Context: an optimization exercise on an open-source flow, tuned for small area. The choices shown serve that exercise and are no tape-out recipe. Where RTL was checked, it was by simulation tests only, not by an equivalence proof against the original. Power is estimated from default activity; no workload was simulated.

==> run a: inputs <==
## instr_fetch_mem
module instr_fetch_mem #(
  parameter int DATA_WIDTH = 32,
  parameter int ADDR_WIDTH = 32,
  parameter int MEM_DEPTH  = 64
) (
  input  logic                  clk,
  input  logic                  rst,
  input  logic                  prog_en,
  input  logic                  run_en,
  input  logic                  load_we,
  input  logic [ADDR_WIDTH-1:0] load_addr,
  input  logic [DATA_WIDTH-1:0] load_data,
  output logic [15:0]           load_count,
  output logic                  load_err,
  input  logic                  fetch_req,
  input  logic [ADDR_WIDTH-1:0] fetch_addr,
  input  logic                  fetch_stall,
  output logic                  fetch_ready,
  output logic                  instr_valid,
  output logic [DATA_WIDTH-1:0] instr,
  output logic [ADDR_WIDTH-1:0] instr_addr,
  output logic                  fault_misal,
  output logic                  fault_range,
  output logic [1:0]            mode
);
  localparam int IDX_W = $clog2(MEM_DEPTH);
  localparam int TOP_B = IDX_W + mips_pkg::WORD_SHIFT;
  localparam int N3    = MEM_DEPTH / 3;
  localparam int NT    = N3 + MEM_DEPTH % 3;
  logic [1:0] state;
  logic       in_load, in_run;
  logic       l_ok, l_wr, l_drop, enter_load, rd_ok;
  logic [IDX_W-1:0] widx, ridx;
  assign in_load = state[0];
  assign in_run  = state[1];
  assign mode    = state;
  assign l_ok   = (load_addr[1:0] == 2'b00)
                & (load_addr[ADDR_WIDTH-1:TOP_B] == '0);
  assign l_wr   = in_load & load_we & l_ok;
  assign l_drop = in_load & load_we & !l_ok;
  assign enter_load = prog_en & !in_load;
  assign fetch_ready = in_run & !fetch_stall;
  assign fault_misal = (instr_addr[1:0] != 2'b00);
  assign fault_range = (instr_addr[ADDR_WIDTH-1:TOP_B] != '0);
  assign rd_ok       = !fault_misal & !fault_range;
  assign widx = load_addr[TOP_B-1:mips_pkg::WORD_SHIFT];
  assign ridx = instr_addr[TOP_B-1:mips_pkg::WORD_SHIFT];
  logic [DATA_WIDTH-1:0] mem    [MEM_DEPTH];
  logic [DATA_WIDTH-1:0] mem_nx [MEM_DEPTH];
  logic [MEM_DEPTH-1:0]  wsel, nwsel, rsel;
  logic [DATA_WIDTH-1:0] term_n [NT];
  always_comb begin
  ...
==> module ifm_hold, before the edit <==
module ifm_hold (
  input  logic q,
  input  logic d,
  input  logic we,
  input  logic nwe,
  output logic y
);
  assign y = (q | we) & (d | nwe);
endmodule
==> module ifm_rd3, before the edit <==
module ifm_rd3 (
  input  logic a0,
  input  logic a1,
  input  logic a2,
  input  logic s0,
  input  logic s1,
  input  logic s2,
  output logic yn
);
  assign yn = ~((a0 & s0) | (a1 & s1) | (a2 & s2));
endmodule
==> module instr_fetch_mem, before the edit <==
module instr_fetch_mem #(
  parameter int DATA_WIDTH = 32,
  parameter int ADDR_WIDTH = 32,
  parameter int MEM_DEPTH  = 64
) (
  input  logic                  clk,
  input  logic                  rst,
  input  logic                  prog_en,
  input  logic                  run_en,
  input  logic                  load_we,
  input  logic [ADDR_WIDTH-1:0] load_addr,
  input  logic [DATA_WIDTH-1:0] load_data,
  output logic [15:0]           load_count,
  output logic                  load_err,
  input  logic                  fetch_req,
  input  logic [ADDR_WIDTH-1:0] fetch_addr,
  input  logic                  fetch_stall,
  output logic                  fetch_ready,
  output logic                  instr_valid,
  output logic [DATA_WIDTH-1:0] instr,
  output logic [ADDR_WIDTH-1:0] instr_addr,
  output logic                  fault_misal,
  output logic                  fault_range,
  output logic [1:0]            mode
);
  localparam int IDX_W = $clog2(MEM_DEPTH);
  localparam int TOP_B = IDX_W + mips_pkg::WORD_SHIFT;
  localparam int N3    = MEM_DEPTH / 3;
  localparam int NT    = N3 + MEM_DEPTH % 3;
  logic [1:0] state;
  logic       in_load, in_run;
  logic       l_ok, l_wr, l_drop, enter_load, rd_ok;
  logic [IDX_W-1:0] widx, ridx;
  assign in_load = state[0];
  assign in_run  = state[1];
  assign mode    = state;
  assign l_ok   = (load_addr[1:0] == 2'b00)
                & (load_addr[ADDR_WIDTH-1:TOP_B] == '0);
  assign l_wr   = in_load & load_we & l_ok;
  assign l_drop = in_load & load_we & !l_ok;
  assign enter_load = prog_en & !in_load;
  assign fetch_ready = in_run & !fetch_stall;
  assign fault_misal = (instr_addr[1:0] != 2'b00);
  assign fault_range = (instr_addr[ADDR_WIDTH-1:TOP_B] != '0);
  assign rd_ok       = !fault_misal & !fault_range;
  assign widx = load_addr[TOP_B-1:mips_pkg::WORD_SHIFT];
  assign ridx = instr_addr[TOP_B-1:mips_pkg::WORD_SHIFT];
  logic [DATA_WIDTH-1:0] mem    [MEM_DEPTH];
  logic [DATA_WIDTH-1:0] mem_nx [MEM_DEPTH];
  logic [MEM_DEPTH-1:0]  wsel, nwsel, rsel;
  logic [DATA_WIDTH-1:0] term_n [NT];
  always_comb begin
    for (int i = 0; i < MEM_DEPTH; i++) begin
      wsel[i]  = l_wr & (widx == IDX_W'(i));
      nwsel[i] = !wsel[i];
      rsel[i]  = rd_ok & (ridx == IDX_W'(i));
    end
  end
  for (genvar i = 0; i < MEM_DEPTH; i++) begin : g_word
    for (genvar b = 0; b < DATA_WIDTH; b++) begin : g_bit
      ifm_hold u_hold (
        .q  (mem[i][b]),
        .d  (load_data[b]),
        .we (wsel[i]),
        .nwe(nwsel[i]),
        .y  (mem_nx[i][b])
      );
    end
    always_ff @(posedge clk) mem[i] <= mem_nx[i];
  end
  for (genvar j = 0; j < N3; j++) begin : g_rd
    for (genvar b = 0; b < DATA_WIDTH; b++) begin : g_bit
      ifm_rd3 u_rd (
        .a0(mem[3*j][b]), .a1(mem[3*j+1][b]), .a2(mem[3*j+2][b]),
        .s0(rsel[3*j]), .s1(rsel[3*j+1]), .s2(rsel[3*j+2]),
        .yn(term_n[j][b])
      );
    end
  end
  for (genvar j = 3 * N3; j < MEM_DEPTH; j++) begin : g_rd1
    assign term_n[N3 + j - 3 * N3] = ~(mem[j] & {DATA_WIDTH{rsel[j]}});
  end
  always_comb begin
    instr = '0;
    for (int j = 0; j < NT; j++) instr = instr | ~term_n[j];
  end
  always_ff @(posedge clk) begin
    if (rst) state <= 2'b00;
    else begin
      state[0] <= prog_en;
      state[1] <= !prog_en & !in_load & (in_run | run_en);
    end
  end
  always_ff @(posedge clk) begin
    if (rst || enter_load) begin
      load_count <= '0;
      load_err   <= 1'b0;
    end else begin
      if (l_wr && load_count != 16'hFFFF)
        load_count <= load_count + 16'd1;
      if (l_drop)
        load_err <= 1'b1;
    end
  end
  always_ff @(posedge clk) begin
    if (rst || !in_run || prog_en) instr_valid <= 1'b0;
    else if (!fetch_stall)         instr_valid <= fetch_req;
  end
  logic [ADDR_WIDTH-1:0] iaddr_nx;
  for (genvar b = 0; b < ADDR_WIDTH; b++) begin : g_iaddr
    ifm_hold u_hold (
      .q  (instr_addr[b]),
      .d  (fetch_addr[b]),
      .we (!fetch_stall),
      .nwe(fetch_stall),
      .y  (iaddr_nx[b])
    );
  end
  always_ff @(posedge clk) instr_addr <= iaddr_nx;
endmodule
Settings: LEC_CHECK=0, CAP_MARGIN=20, CORE_MARGIN=2, CORE_UTILIZATION=55, PLACE_DENSITY=0.65, SLEW_MARGIN=20, SYNTH_HIERARCHICAL=1; clock period 8.0 ns.
standard.sh (not shown) runs the stock make flow with config.mk's settings and CLKGATE_MAP_FILE= SYNTH_SCRIPT=/design/flow/synth_recipe.tcl, a recipe that flattens the netlist after the stock synthesis.
==> flow/flow/run.sh <==
#!/bin/bash
# Standard ORFS layout with a leaner clock tree (no dummy loads, larger
# sink clusters driven by clkbuf_16) and minimum-size port buffers.
set -euo pipefail
export CTS_ARGS="-sink_clustering_enable -repair_clock_nets -dont_use_dummy_load -buf_list sky130_fd_sc_hd__clkbuf_16 -sink_clustering_size 28 -sink_clustering_max_diameter 70"
export BUFFER_PORTS_ARGS="-buffer_cell sky130_fd_sc_hd__buf_1"
bash standard.sh finish > standard.log 2>&1
==> run b (differences from run a) <==
--- a/flow/design.v
+++ b/flow/design.v
@@ -7,25 +7,38 @@
   localparam logic [31:0] NOP_INSTR  = 32'h0000_0000;
   localparam int          WORD_SHIFT = 2;
 endpackage
-module ifm_hold (
-  input  logic q,
-  input  logic d,
-  input  logic we,
-  input  logic nwe,
-  output logic y
+module ifm_hold #(
+  parameter int W = 32
+) (
+  input  logic [W-1:0] q,
+  input  logic [W-1:0] d,
+  input  logic         we,
+  input  logic         nwe,
+  output logic [W-1:0] y
 );
-  assign y = (q | we) & (d | nwe);
+  assign y = (q | {W{we}}) & (d | {W{nwe}});
 endmodule
-module ifm_rd3 (
-  input  logic a0,
-  input  logic a1,
-  input  logic a2,
-  input  logic s0,
-  input  logic s1,
-  input  logic s2,
-  output logic yn
+module ifm_rd3 #(
+  parameter int W = 32
+) (
+  input  logic [W-1:0] a0,
+  input  logic [W-1:0] a1,
+  input  logic [W-1:0] a2,
+  input  logic         s0,
+  input  logic         s1,
+  input  logic         s2,
+  output logic [W-1:0] yn
 );
-  assign yn = ~((a0 & s0) | (a1 & s1) | (a2 & s2));
+  assign yn = ~((a0 & {W{s0}}) | (a1 & {W{s1}}) | (a2 & {W{s2}}));
+endmodule
+module ifm_rd1 #(
+  parameter int W = 32
+) (
+  input  logic [W-1:0] a0,
+  input  logic         s0,
+  output logic [W-1:0] yn
+);
+  assign yn = ~(a0 & {W{s0}});
 endmodule
 module instr_fetch_mem #(
   parameter int DATA_WIDTH = 32,
@@ -86,28 +99,26 @@
     end
   end
   for (genvar i = 0; i < MEM_DEPTH; i++) begin : g_word
-    for (genvar b = 0; b < DATA_WIDTH; b++) begin : g_bit
-      ifm_hold u_hold (
-        .q  (mem[i][b]),
-        .d  (load_data[b]),
-        .we (wsel[i]),
-        .nwe(nwsel[i]),
-        .y  (mem_nx[i][b])
-      );
-    end
+    ifm_hold #(.W(DATA_WIDTH)) u_hold (
+      .q  (mem[i]),
+      .d  (load_data),
+      .we (wsel[i]),
+      .nwe(nwsel[i]),
+      .y  (mem_nx[i])
+    );
     always_ff @(posedge clk) mem[i] <= mem_nx[i];
   end
   for (genvar j = 0; j < N3; j++) begin : g_rd
-    for (genvar b = 0; b < DATA_WIDTH; b++) begin : g_bit
-      ifm_rd3 u_rd (
-        .a0(mem[3*j][b]), .a1(mem[3*j+1][b]), .a2(mem[3*j+2][b]),
-        .s0(rsel[3*j]), .s1(rsel[3*j+1]), .s2(rsel[3*j+2]),
-        .yn(term_n[j][b])
-      );
-    end
+    ifm_rd3 #(.W(DATA_WIDTH)) u_rd (
+      .a0(mem[3*j]), .a1(mem[3*j+1]), .a2(mem[3*j+2]),
+      .s0(rsel[3*j]), .s1(rsel[3*j+1]), .s2(rsel[3*j+2]),
+      .yn(term_n[j])
+    );
   end
   for (genvar j = 3 * N3; j < MEM_DEPTH; j++) begin : g_rd1
-    assign term_n[N3 + j - 3 * N3] = ~(mem[j] & {DATA_WIDTH{rsel[j]}});
+    ifm_rd1 #(.W(DATA_WIDTH)) u_rd (
+      .a0(mem[j]), .s0(rsel[j]), .yn(term_n[N3 + j - 3 * N3])
+    );
   end
   always_comb begin
     instr = '0;
@@ -135,15 +146,7 @@
     if (rst || !in_run || prog_en) instr_valid <= 1'b0;
     else if (!fetch_stall)         instr_valid <= fetch_req;
   end
-  logic [ADDR_WIDTH-1:0] iaddr_nx;
-  for (genvar b = 0; b < ADDR_WIDTH; b++) begin : g_iaddr
-    ifm_hold u_hold (
-      .q  (instr_addr[b]),
-      .d  (fetch_addr[b]),
-      .we (!fetch_stall),
-      .nwe(fetch_stall),
-      .y  (iaddr_nx[b])
-    );
+  always_ff @(posedge clk) begin
+    if (!fetch_stall) instr_addr <= fetch_addr;
   end
-  always_ff @(posedge clk) instr_addr <= iaddr_nx;
 endmodule
==> flow/run.sh (new file) <==
#!/bin/bash
# synth_recipe.tcl (not shown) runs the flow's synth.tcl, then flattens the netlist and writes it again
# the make line also repeats each setting of config.mk as NAME=value (left out here)
make -C /OpenROAD-flow-scripts/flow DESIGN_CONFIG=/design/flow/config.mk WORK_HOME=/design/flow/orfs CLKGATE_MAP_FILE= SYNTH_SCRIPT=/design/flow/synth_recipe.tcl finish
Settings changed: CORE_UTILIZATION 55 to 50, PLACE_DENSITY 0.65 to 0.6.
removed: flow/flow/run.sh
removed: flow/standard.sh
==> notes <==
Against run a, the global-route usage of run b is lower by 4.2 points.
Against run b, the first-iteration DRC count of run a is lower by 1.9%.
In sequential power, run a and run b hardly differ.
Clock skew: run a is higher than run b (39 ps).
In sequential cell count, run a and run b do not differ.
Against run b, the sequential share of layout area of run a is higher by 5.1 points.
Of run b and run a, run b has the higher clock power (gap about 70%, measured against run a).
Power: run a is smaller than run b (about 20%).
Against run b, the worst hold slack of run a is higher by 12 ps.
Between run a and run b, the lower fmax is in run b (gap 8.0%, measured against run b).
Against run b, the final cell count of run a is smaller by 8.3%.
==> figures <==
Clock H-tree levels: run b 4; run a 3
Clock insertion delay at the later pin of the skew report: run b 840 ps; run a 810 ps
Multiplexer fraction of the synthesized cell area: run b 0.0768%; run a 0.0141%
First-pass GRT wire length: run b 421 mm; run a 393 mm
Hold depth: run b 2; run a 1
Compound-Gate Fraction of Synth Area: run b 34.8%; run a 36.0%
Total area of multi-input combinational cells: run b 0.0312 mm²; run a 0.0289 mm²
P_comb: run b 470 µW; run a 413 µW
Hold endpoint: run b load_err; run a mem[14][16]
Least-Margin Pin Slew: run b 1330 ps; run a 1270 ps
Number of core rows: run b 145; run a 131
Achievable frequency: run b 128 MHz; run a 138 MHz
Area share of xor/xnor cells in the synthesized design: run b 0.0448%; run a 0.0124%
DR vias: run b 61800; run a 61100
Setup skew after layout: run b 34.7 ps; run a 73.7 ps
Worst hold margin: run b 462 ps; run a 473 ps
Seq/total area: run b 48.4%; run a 53.6%
Cell area after layout: run b 0.0875 mm²; run a 0.0785 mm²
Result of the run: run b finished clean; run a finished clean
Count of buffers not belonging to the clock network in the layout: run b 463; run a 387
Sequential fraction of the synthesis area: run b 54.2%; run a 59.4%
Met1 usage: run b 49.0%; run a 54.0%
Clock slew seen by the registers of the worst setup and hold paths: run b 60 ps; run a 90 ps
Function not checked in run b: the RTL went through the layout flow alone.

## separate check: timing with driven ports
The flow's constraints put no driver on any port. The routed layouts listed below were extracted and timed again, unchanged, in two steps.
Step 1 sets driving cells, clkbuf_16 on the clock port and buf_2 on the other inputs (assumed; they add their load-dependent delay and slew).
Step 2 also shifts input and output timing later by t, the mid clock arrival at the registers, as if the neighbouring blocks saw the same clock.
a / b / c = ideal / step 1 / step 2; a / b = the first two.
run	t, ns	slack for setup (ns)	slew at the worst register clock pin (ns)
run a	0.846	0.759 / 0.675 / 1.521	0.11 / 0.11
run b	0.917	0.177 / 0.092 / 1.009	0.07 / 0.07
After both steps every run listed still meets setup and hold.
